Context: an optimization exercise on an open-source flow, tuned for small area, a short achievable clock period and few clock cycles per item. The choices shown serve that exercise and are no tape-out recipe. In this exercise RTL edits were held to simulation tests only and were not proved equivalent to the original. Power and IR drop assume default switching activity.

==> flow/design.v <==
package bsec_pkg;
  localparam int unsigned MaxStumps   = 32;
  localparam int unsigned NumFeatures = 5;
  localparam int unsigned NumClasses  = 3;
  localparam int unsigned IdxW   = $clog2(MaxStumps);
  localparam int unsigned CntW   = IdxW + 1;
  localparam int unsigned FeatW  = 16;
  localparam int unsigned AlphaW = 16;
  localparam int unsigned ScoreW = 21;
  localparam logic [ScoreW-1:0] ScoreMax = {ScoreW{1'b1}};
  typedef enum logic {
    CMD_LOAD     = 1'b0,
    CMD_CLASSIFY = 1'b1
  } cmd_e;
  typedef enum logic [1:0] {
    CLS_NONE = 2'd0,
    CLS_BALL = 2'd1,
    CLS_BOX  = 2'd2
  } cls_e;
  localparam logic [2:0] FeatA = 3'd0;
  localparam logic [2:0] FeatB = 3'd1;
  localparam logic [2:0] FeatC = 3'd2;
  localparam logic [2:0] FeatD = 3'd3;
  localparam logic [2:0] FeatE = 3'd4;
  localparam logic CfgStumpsInUse = 1'b0;
  typedef struct packed {
    logic [2:0]              feat;
    logic signed [FeatW-1:0] thr;
    logic                    dir;
    logic [1:0]              cls;
    logic [AlphaW-1:0]       alpha;
  } stump_t;
  typedef struct packed {
    logic wr_en;      
    logic start;      
    logic issue;      
    logic out_load;   
  } dp_cmd_t;
  typedef struct packed {
    logic walk_done;
    logic out_free;
  } dp_stat_t;
endpackage
module bsec_ctrl (
  input  logic                 clk_i,
  input  logic                 rst_ni,
  input  logic                 in_valid_i,
  input  logic                 cmd_i,
  output logic                 in_stall_o,
  input  bsec_pkg::dp_stat_t   stat_i,
  output bsec_pkg::dp_cmd_t    cmd_o
);
  typedef enum logic [2:0] {
    ST_IDLE = 3'b001,
    ST_RUN  = 3'b010,
    ST_DONE = 3'b100
  } state_e;
  state_e state_q, state_d;
  logic   accept;
  assign in_stall_o = (state_q != ST_IDLE);
  assign accept     = in_valid_i && (state_q == ST_IDLE);
  always_comb begin
    state_d        = state_q;
    cmd_o          = '0;
    case (state_q)
      ST_IDLE: begin
        if (accept) begin
          if (cmd_i == bsec_pkg::CMD_CLASSIFY) begin
            cmd_o.start = 1'b1;
            state_d     = ST_RUN;
          end else begin
            cmd_o.wr_en = 1'b1;
          end
        end
      end
      ST_RUN: begin
        if (stat_i.walk_done) begin
          state_d = ST_DONE;
        end else begin
          cmd_o.issue = 1'b1;
        end
      end
      ST_DONE: begin
        if (stat_i.out_free) begin
          cmd_o.out_load = 1'b1;
          state_d        = ST_IDLE;
        end
      end
      default: begin
        state_d = ST_IDLE;
      end
    endcase
  end
  always_ff @(posedge clk_i or negedge rst_ni) begin
    if (!rst_ni) begin
      state_q <= ST_IDLE;
    end else begin
      state_q <= state_d;
    end
  end
endmodule
module bsec_dp (
  input  logic                                 clk_i,
  input  logic                                 rst_ni,
  input  bsec_pkg::dp_cmd_t                    cmd_i,
  output bsec_pkg::dp_stat_t                   stat_o,
  input  logic [bsec_pkg::CntW-1:0]            stumps_i,
  input  logic [bsec_pkg::IdxW-1:0]            entry_index_i,
  input  logic [2:0]                           stump_feature_i,
  input  logic signed [bsec_pkg::FeatW-1:0]    stump_threshold_i,
  input  logic                                 stump_direction_i,
  input  logic [1:0]                           stump_class_i,
  input  logic [bsec_pkg::AlphaW-1:0]          stump_alpha_i,
  input  logic signed [bsec_pkg::FeatW-1:0]    feature_a_i,
  input  logic signed [bsec_pkg::FeatW-1:0]    feature_b_i,
  input  logic signed [bsec_pkg::FeatW-1:0]    feature_c_i,
  input  logic signed [bsec_pkg::FeatW-1:0]    feature_d_i,
  input  logic signed [bsec_pkg::FeatW-1:0]    feature_e_i,
  output logic                                 out_valid_o,
  input  logic                                 out_stall_i,
  output logic [1:0]                           predicted_class_o,
  output logic [bsec_pkg::ScoreW-1:0]          score_none_o,
  output logic [bsec_pkg::ScoreW-1:0]          score_ball_o,
  output logic [bsec_pkg::ScoreW-1:0]          score_box_o
);
  localparam int unsigned SW = bsec_pkg::ScoreW;
  logic [bsec_pkg::FeatW+bsec_pkg::AlphaW+5:0] mem [bsec_pkg::MaxStumps];
  bsec_pkg::stump_t rd_data_q, wr_entry;
  logic             rd_vld_q;
  logic [bsec_pkg::CntW-1:0] idx_q;
  logic signed [bsec_pkg::FeatW-1:0] feat_q [bsec_pkg::NumFeatures];
  logic signed [bsec_pkg::FeatW-1:0] x_sel;
  logic                              feat_ok, fire;
  logic [SW-1:0] score_q [bsec_pkg::NumClasses];
  logic [SW:0]   sum;
  logic [SW-1:0] sum_sat;
  logic [SW-1:0] acc_sel;
  logic [1:0]    best;
  logic [SW-1:0] best_score;
  logic          out_vld_q;
  logic [1:0]    out_cls_q;
  logic [SW-1:0] out_s0_q, out_s1_q, out_s2_q;
  assign wr_entry = {stump_feature_i, stump_threshold_i,
                     stump_direction_i, stump_class_i,
                     stump_alpha_i};
  always_ff @(posedge clk_i) begin
    if (cmd_i.wr_en) begin
      mem[entry_index_i] <= wr_entry;
    end
    if (cmd_i.issue) begin
      rd_data_q <= mem[idx_q[bsec_pkg::IdxW-1:0]];
    end
  end
  always_ff @(posedge clk_i or negedge rst_ni) begin
    if (!rst_ni) begin
      rd_vld_q <= 1'b0;
      idx_q    <= '0;
    end else begin
      rd_vld_q <= cmd_i.issue;
      if (cmd_i.start) begin
        idx_q <= '0;
      end else if (cmd_i.issue) begin
        idx_q <= idx_q + 1'b1;
      end
    end
  end
  assign stat_o.walk_done = (idx_q == stumps_i) && !cmd_i.start;
  assign stat_o.out_free  = !out_vld_q || !out_stall_i;
  always_ff @(posedge clk_i) begin
    if (cmd_i.start) begin
      feat_q[0] <= feature_a_i;
      feat_q[1] <= feature_b_i;
      feat_q[2] <= feature_c_i;
      feat_q[3] <= feature_d_i;
      feat_q[4] <= feature_e_i;
    end
  end
  always_comb begin
    x_sel   = '0;
    feat_ok = 1'b1;
    case (rd_data_q.feat)
      bsec_pkg::FeatA: x_sel = feat_q[0];
      bsec_pkg::FeatB: x_sel = feat_q[1];
      bsec_pkg::FeatC: x_sel = feat_q[2];
      bsec_pkg::FeatD: x_sel = feat_q[3];
      bsec_pkg::FeatE: x_sel = feat_q[4];
      default:         feat_ok = 1'b0;
    endcase
  end
  assign fire = feat_ok &&
                (rd_data_q.dir ? (x_sel > rd_data_q.thr) : (x_sel < rd_data_q.thr));
  always_comb begin
    acc_sel = '0;
    case (rd_data_q.cls)
      bsec_pkg::CLS_NONE: acc_sel = score_q[0];
      bsec_pkg::CLS_BALL: acc_sel = score_q[1];
      bsec_pkg::CLS_BOX:  acc_sel = score_q[2];
      default:            acc_sel = '0;
    endcase
  end
  assign sum     = {1'b0, acc_sel} + {{(SW + 1 - bsec_pkg::AlphaW){1'b0}}, rd_data_q.alpha};
  assign sum_sat = sum[SW] ? bsec_pkg::ScoreMax : sum[SW-1:0];
  always_ff @(posedge clk_i) begin
    if (cmd_i.start) begin
      score_q[0] <= '0;
      score_q[1] <= '0;
      score_q[2] <= '0;
    end else if (rd_vld_q && fire) begin
      case (rd_data_q.cls)
        bsec_pkg::CLS_NONE: score_q[0] <= sum_sat;
        bsec_pkg::CLS_BALL: score_q[1] <= sum_sat;
        bsec_pkg::CLS_BOX:  score_q[2] <= sum_sat;
        default: ;
      endcase
    end
  end
  always_comb begin
    best       = bsec_pkg::CLS_NONE;
    best_score = score_q[0];
    if (score_q[1] > best_score) begin
      best       = bsec_pkg::CLS_BALL;
      best_score = score_q[1];
    end
    if (score_q[2] > best_score) begin
      best       = bsec_pkg::CLS_BOX;
    end
  end
  always_ff @(posedge clk_i or negedge rst_ni) begin
    if (!rst_ni) begin
      out_vld_q <= 1'b0;
    end else if (cmd_i.out_load) begin
      out_vld_q <= 1'b1;
    end else if (!out_stall_i) begin
      out_vld_q <= 1'b0;
    end
  end
  always_ff @(posedge clk_i) begin
    if (cmd_i.out_load) begin
      out_cls_q <= best;
      out_s0_q  <= score_q[0];
      out_s1_q  <= score_q[1];
      out_s2_q  <= score_q[2];
    end
  end
  assign out_valid_o       = out_vld_q;
  assign predicted_class_o = out_cls_q;
  assign score_none_o      = out_s0_q;
  assign score_ball_o      = out_s1_q;
  assign score_box_o       = out_s2_q;
endmodule
module boosted_stump_ensemble_classifier_unit (
  input  logic                               clk_i,
  input  logic                               rst_ni,
  input  logic                               psel,
  input  logic                               penable,
  input  logic                               pwrite,
  input  logic [2:0]                         paddr,
  input  logic [31:0]                        pwdata,
  output logic [31:0]                        prdata,
  output logic                               pready,
  input  logic                               in_valid_i,
  output logic                               in_stall_o,
  input  logic                               cmd_i,
  input  logic [4:0]                         entry_index_i,
  input  logic [2:0]                         stump_feature_i,
  input  logic signed [15:0]                 stump_threshold_i,
  input  logic                               stump_direction_i,
  input  logic [1:0]                         stump_class_i,
  input  logic [15:0]                        stump_alpha_i,
  input  logic signed [15:0]                 feature_a_i,
  input  logic signed [15:0]                 feature_b_i,
  input  logic signed [15:0]                 feature_c_i,
  input  logic signed [15:0]                 feature_d_i,
  input  logic signed [15:0]                 feature_e_i,
  output logic                               out_valid_o,
  input  logic                               out_stall_i,
  output logic [1:0]                         predicted_class_o,
  output logic [20:0]                        score_none_o,
  output logic [20:0]                        score_ball_o,
  output logic [20:0]                        score_box_o
);
  localparam int unsigned CW = bsec_pkg::CntW;
  logic [5:0]          stumps_q;
  logic [CW-1:0]       stumps_sat;
  logic                cfg_wr;
  bsec_pkg::dp_cmd_t   dp_cmd;
  bsec_pkg::dp_stat_t  dp_stat;
  assign pready = 1'b1;
  assign cfg_wr = psel && penable && pwrite && pready;
  always_ff @(posedge clk_i or negedge rst_ni) begin
    if (!rst_ni) begin
      stumps_q <= '0;
    end else if (cfg_wr && (paddr[2] == bsec_pkg::CfgStumpsInUse)) begin
      stumps_q <= pwdata[5:0];
    end
  end
  assign prdata = (paddr[2] == bsec_pkg::CfgStumpsInUse) ? {26'd0, stumps_q} : 32'd0;
  assign stumps_sat = (stumps_q > 6'(bsec_pkg::MaxStumps)) ?
                      CW'(bsec_pkg::MaxStumps) : CW'(stumps_q);
  bsec_ctrl u_ctrl (
    .clk_i      (clk_i),
    .rst_ni     (rst_ni),
    .in_valid_i (in_valid_i),
    .cmd_i      (cmd_i),
    .in_stall_o (in_stall_o),
    .stat_i     (dp_stat),
    .cmd_o      (dp_cmd)
  );
  bsec_dp u_dp (
    .clk_i             (clk_i),
    .rst_ni            (rst_ni),
    .cmd_i             (dp_cmd),
    .stat_o            (dp_stat),
    .stumps_i          (stumps_sat),
    .entry_index_i     (entry_index_i),
    .stump_feature_i   (stump_feature_i),
    .stump_threshold_i (stump_threshold_i),
    .stump_direction_i (stump_direction_i),
    .stump_class_i     (stump_class_i),
    .stump_alpha_i     (stump_alpha_i),
    .feature_a_i       (feature_a_i),
    .feature_b_i       (feature_b_i),
    .feature_c_i       (feature_c_i),
    .feature_d_i       (feature_d_i),
    .feature_e_i       (feature_e_i),
    .out_valid_o       (out_valid_o),
    .out_stall_i       (out_stall_i),
    .predicted_class_o (predicted_class_o),
    .score_none_o      (score_none_o),
    .score_ball_o      (score_ball_o),
    .score_box_o       (score_box_o)
  );
endmodule
==> flow/run.sh <==
#!/bin/bash
# synth_recipe.tcl (not shown) runs the flow's synth.tcl, then flattens the netlist and writes it again
# the make line also repeats each setting of config.mk as NAME=value (left out here)
make -C /OpenROAD-flow-scripts/flow DESIGN_CONFIG=/design/flow/config.mk WORK_HOME=/design/flow/orfs CLKGATE_MAP_FILE= SYNTH_SCRIPT=/design/flow/synth_recipe.tcl finish
==> flow/config.mk <==
export PLATFORM = sky130hd
export DESIGN_NAME = boosted_stump_ensemble_classifier_unit
export DESIGN_NICKNAME = boosted_stump_ensemble_classifier_unit
export VERILOG_FILES = /design/flow/design.v
export SDC_FILE = /design/flow/constraint.sdc
export NUM_CORES = 4
export LEC_CHECK = 0
export CAP_MARGIN = 20
export CORE_MARGIN = 2
export CORE_UTILIZATION = 40
export SLEW_MARGIN = 20
==> flow/constraint.sdc <==
create_clock -name core_clock -period 8.0 [get_ports {clk_i}]
set_input_delay 1.6000 -clock core_clock [delete_from_list [all_inputs] [get_ports {clk_i}]]
set_output_delay 1.6000 -clock core_clock [all_outputs]
set_load 0.01 [all_outputs]
==> metrics.md <==
| Metric | Value |
|---|---|
| Layout Nets | `3,342` |
| Tcrit/Tclk final | `72.5%` |
| Cells after DPL | `4,860` |
| Crit path time final | `5.80 ns` |
| Peak supply drop | `0.000219 V` |
| Min setup slack post-route | `2.20 ns` |
| Vias in the first global route | `30,529` |
| Largest net degree at the start of global routing | `139` |
| Routability Congestion | `0.860` |
| Busiest layer in global routing | `met2` |
| Initial antenna violation count | `14` |
| Initial core utilization | `40.3%` |
| Cell variety after synth | `74` |
| Most frequent cells in the layout | `edfxtp_1 (1,399), mux4_2 (381), clkdlybuf4s50_1 (204), clkbuf_16 (159), ha_1 (75)` |
| CP Max Fanout | `23` |
| Commonest non-fill, non-tap cell in the layout | `edfxtp_1` |
| Grt met1 use | `27.4%` |
| RSZ-0062 raised after global routing | `no` |
| # IOs | `266` |
| Drt drc | `0` |
| Util after Layout | `46.9%` |
| Core area | `0.146 mm^2` |
| Sequential-to-total area share from yosys stat | `74.3%` |
| Max-cap viol count | `0` |
| Required @ worst endpoint | `8.56 ns` |
| DPL Wire Length | `79.9 mm` |
| Max Slew Vio Count | `0` |
| Total iterations of the first detailed-routing run | `8` |
| Critical Path Source Type | `flip-flop` |
| Post-synth ARST share | `1.15%` |
| First-pass GRT wire length | `210 mm` |
| Met3 Use GR | `3.89%` |
| Root Driver | `clkbuf_16` |
| Grt total ovfl | `0` |
| Pwr Total | `0.0179 W` |
| Met2 GRT Util | `30.6%` |
| H-tree depth | `4` |
| CTS clk-pin slew, worst paths | `0.06 ns` |
| CTS resizes | `0` |
| Setup CP Type | `flip-flop to flip-flop` |
| PwrDens | `262 mW/mm^2` |
| CTS Buf Count | `154` |
| Total number of vias | `29,527` |
| Status | `no timing/DRC/antenna violations` |
| Slew HR | `23.4%` |
| IO Port Bufs | `210` |
| Yosys warning total | `5` |
| Gr usage total | `19.2%` |
| #FFs+latches synth | `1,479` |
| Clock Path Buffers | `3` |
| Finished Layout Cells | `5,134` |
| Actual slew at the worst max-slew pin | `1.15 ns` |
| Clk_skew | `0.0312 ns` |
| Die Wd | `387 um` |
| Final Setup Violations | `0` |
| Achievable Freq | `172 MHz` |
| Post-CTS setup buffers | `0` |
| Clk Latency, worst-skew pair | `0.78 ns` |
| Top FF cell, synth | `edfxtp_1` |
| Share of layout cells above drive strength 1 | `24.4%` |
| Die Area | `0.150 mm^2` |
| Drt wl/cell | `28.1 um` |
| Netlist Area Pre-Place | `0.0588 mm^2` |
| Clk sinks | `1,479` |
| Die Span Y | `387 um` |
| Number of synthesized flops with an enable pin | `1,399` |
| Area grow syn2layout | `16.2%` |
| Mean Syn Cell Area | `20.9 um^2` |
| Final antenna-violating net count | `0` |
| Fillers | `11,904` |
| Row Count | `140` |
| Via-to-Cell Ratio | `5.75` |
| Initial DRC count | `3,011` |
| Hold-fix buffers at CTS | `0` |
| Critical Path Sink Type | `flip-flop` |
| Setup_tns | `0 ns` |
| Pre-CTS setup slack | `1.88 ns` |
| Final wirelength | `145 mm` |
| TritonCTS clock tree | `done` |
| Hold Fails Final Rpt | `0` |
| Pleak | `21.4 nW` |
| Worst Hold Class | `flip-flop to flip-flop` |
| Arr. time, crit path | `6.36 ns` |
| Mapped Cells | `2,817` |
## power by group
group          switching, W  internal, W
Sequential        0.0000890      0.00858
Combinational       0.00106      0.00116
Clock               0.00288      0.00413
## path summary, 6_finish.rpt
path / start / end / slack (ns) / cells past startpoint
worst max-delay path: u_dp.rd_data_q[35] / u_dp.score_q[2][3] / 2.20 / 12
worst min-delay path: u_dp.score_q[2][0] / u_dp.out_s2_q[0] / 0.51 / 0
worst max register to register: u_dp.rd_data_q[35] / u_dp.score_q[2][3] / 2.20 / 12
worst min register to register: u_dp.score_q[2][0] / u_dp.out_s2_q[0] / 0.51 / 0
max in group asynchronous: rst_ni / u_dp.idx_q[3] / 6.14 / 1
min in group asynchronous: rst_ni / stumps_q[0] / 1.29 / 1
## per-stage QoR
stage | instance area, um^2 | hold slack (ns)
finish | 68300 | 0.512
global route | 68300 | 0.539
CTS | 68300 | 0.509
detailed placement | 63400 | 0.492
global placement | 63400 | 0.500
floorplan | 58900 | 0.432
## critical path, stage by stage, from the launching register on
cell and delay (ns):
edfxtp_1 1.06, nor2b_2 0.77, a22oi_1 0.19, o22ai_1 0.25
ha_1 0.31, a21oi_1 0.20, o21a_1 0.16, a2bb2oi_1 0.21
or4b_1 0.80, mux2i_2 0.30, buf_4 0.31, or2_1 0.78
a311oi_1 0.23
## state kept, by name, summed over array words and instances (netlist names)
name,cells
u_dp.out_s1_q,21
u_dp.out_cls_q,2
u_dp.rd_vld_q,1
u_dp.idx_q,6
u_dp.rd_data_q,38
u_dp.feat_q,80
stumps_q,6
u_dp.out_s0_q,21
u_dp.mem,1216
u_dp.out_vld_q,1
u_dp.score_q,63
u_ctrl.state_q,3
u_dp.out_s2_q,21
## cell type report
class | count | area, um^2 | share of cell area (%)
Sequential cell | 1479 | 43700 | 64.0
Multi-Input combinational cell | 1145 | 14500 | 21.2
Clock buffer | 192 | 4130 | 6.05
Timing Repair Buffer | 271 | 2580 | 3.78
Tap cell | 1917 | 2400 | 3.51
Clock inverter | 79 | 795 | 1.16
Inverter | 49 | 186 | 0.273
Antenna cell | 2 | 5.00 | 0.00733
## kinds of logic after synthesis
logic type      share of synthesized area, %
compound gates                          3.00
xor+xnor                               0.313
fa+ha+maj                               1.63
buf+inv                                 1.63
flops                                   74.3
mux                                     16.7
other cells                           0.0128
simple gates                            2.36
## cell usage after synthesis (14+ instances only)
cell	n	area (um^2)
a311oi_1	22	193
buf_1	44	165
o22ai_1	16	100
nand4_1	14	87.6
mux2_2	65	732
edfxtp_1	1399	42000
a21oi_1	54	270
xor2_1	14	123
nor2b_1	17	106
dfxtp_1	63	1260
nand2_1	44	165
nor2_1	56	210
inv_1	48	180
nor3_1	60	300
a21o_1	21	158
mux2i_1	47	470
buf_4	29	218
dfrtp_1	16	400
ha_1	75	938
mux4_2	381	8580
o31ai_1	15	113
clkbuf_1	84	315
a22oi_1	30	225
o21ai_0	39	195
## per-layer routing
layer	part of all wire, %	vias to the layer above
met4	1.8	10
met2	48	1268
met5	0.038	-
li1	-	12317
met1	43	15724
met3	7.8	208
Testbench counts, summed over its fixed seeds: cycles 67,457, items 1,920.

[re-timing with driven ports]
No port has a modelled driver above. Below, the same layout with a new extraction and two added sets of constraints. Step 1 (the two cells are an assumption about what drives the block):
set clk [get_ports {clk_i}]
set_driving_cell -lib_cell sky130_fd_sc_hd__clkbuf_16 $clk
set_driving_cell -lib_cell sky130_fd_sc_hd__buf_2 [delete_from_list [all_inputs] $clk]
Step 2 moves the port delays by t, midway between the first and last clock arrival at a register: inputs arrive t later, outputs are due t later. That takes back most of the time a late clock gives input paths. a / b / c = no drivers / after step 1 / after step 2; a / b = the first two.
t, ns: 0.835
setup slack, ns: 2.199 / 2.199 / 2.199
worst hold slack (ns): 0.512 / 0.512 / 0.512
After both steps setup and hold are still met in this run. The setup slack of this run moves by 0.000 ns with the drivers and by 0.000 ns with both steps.
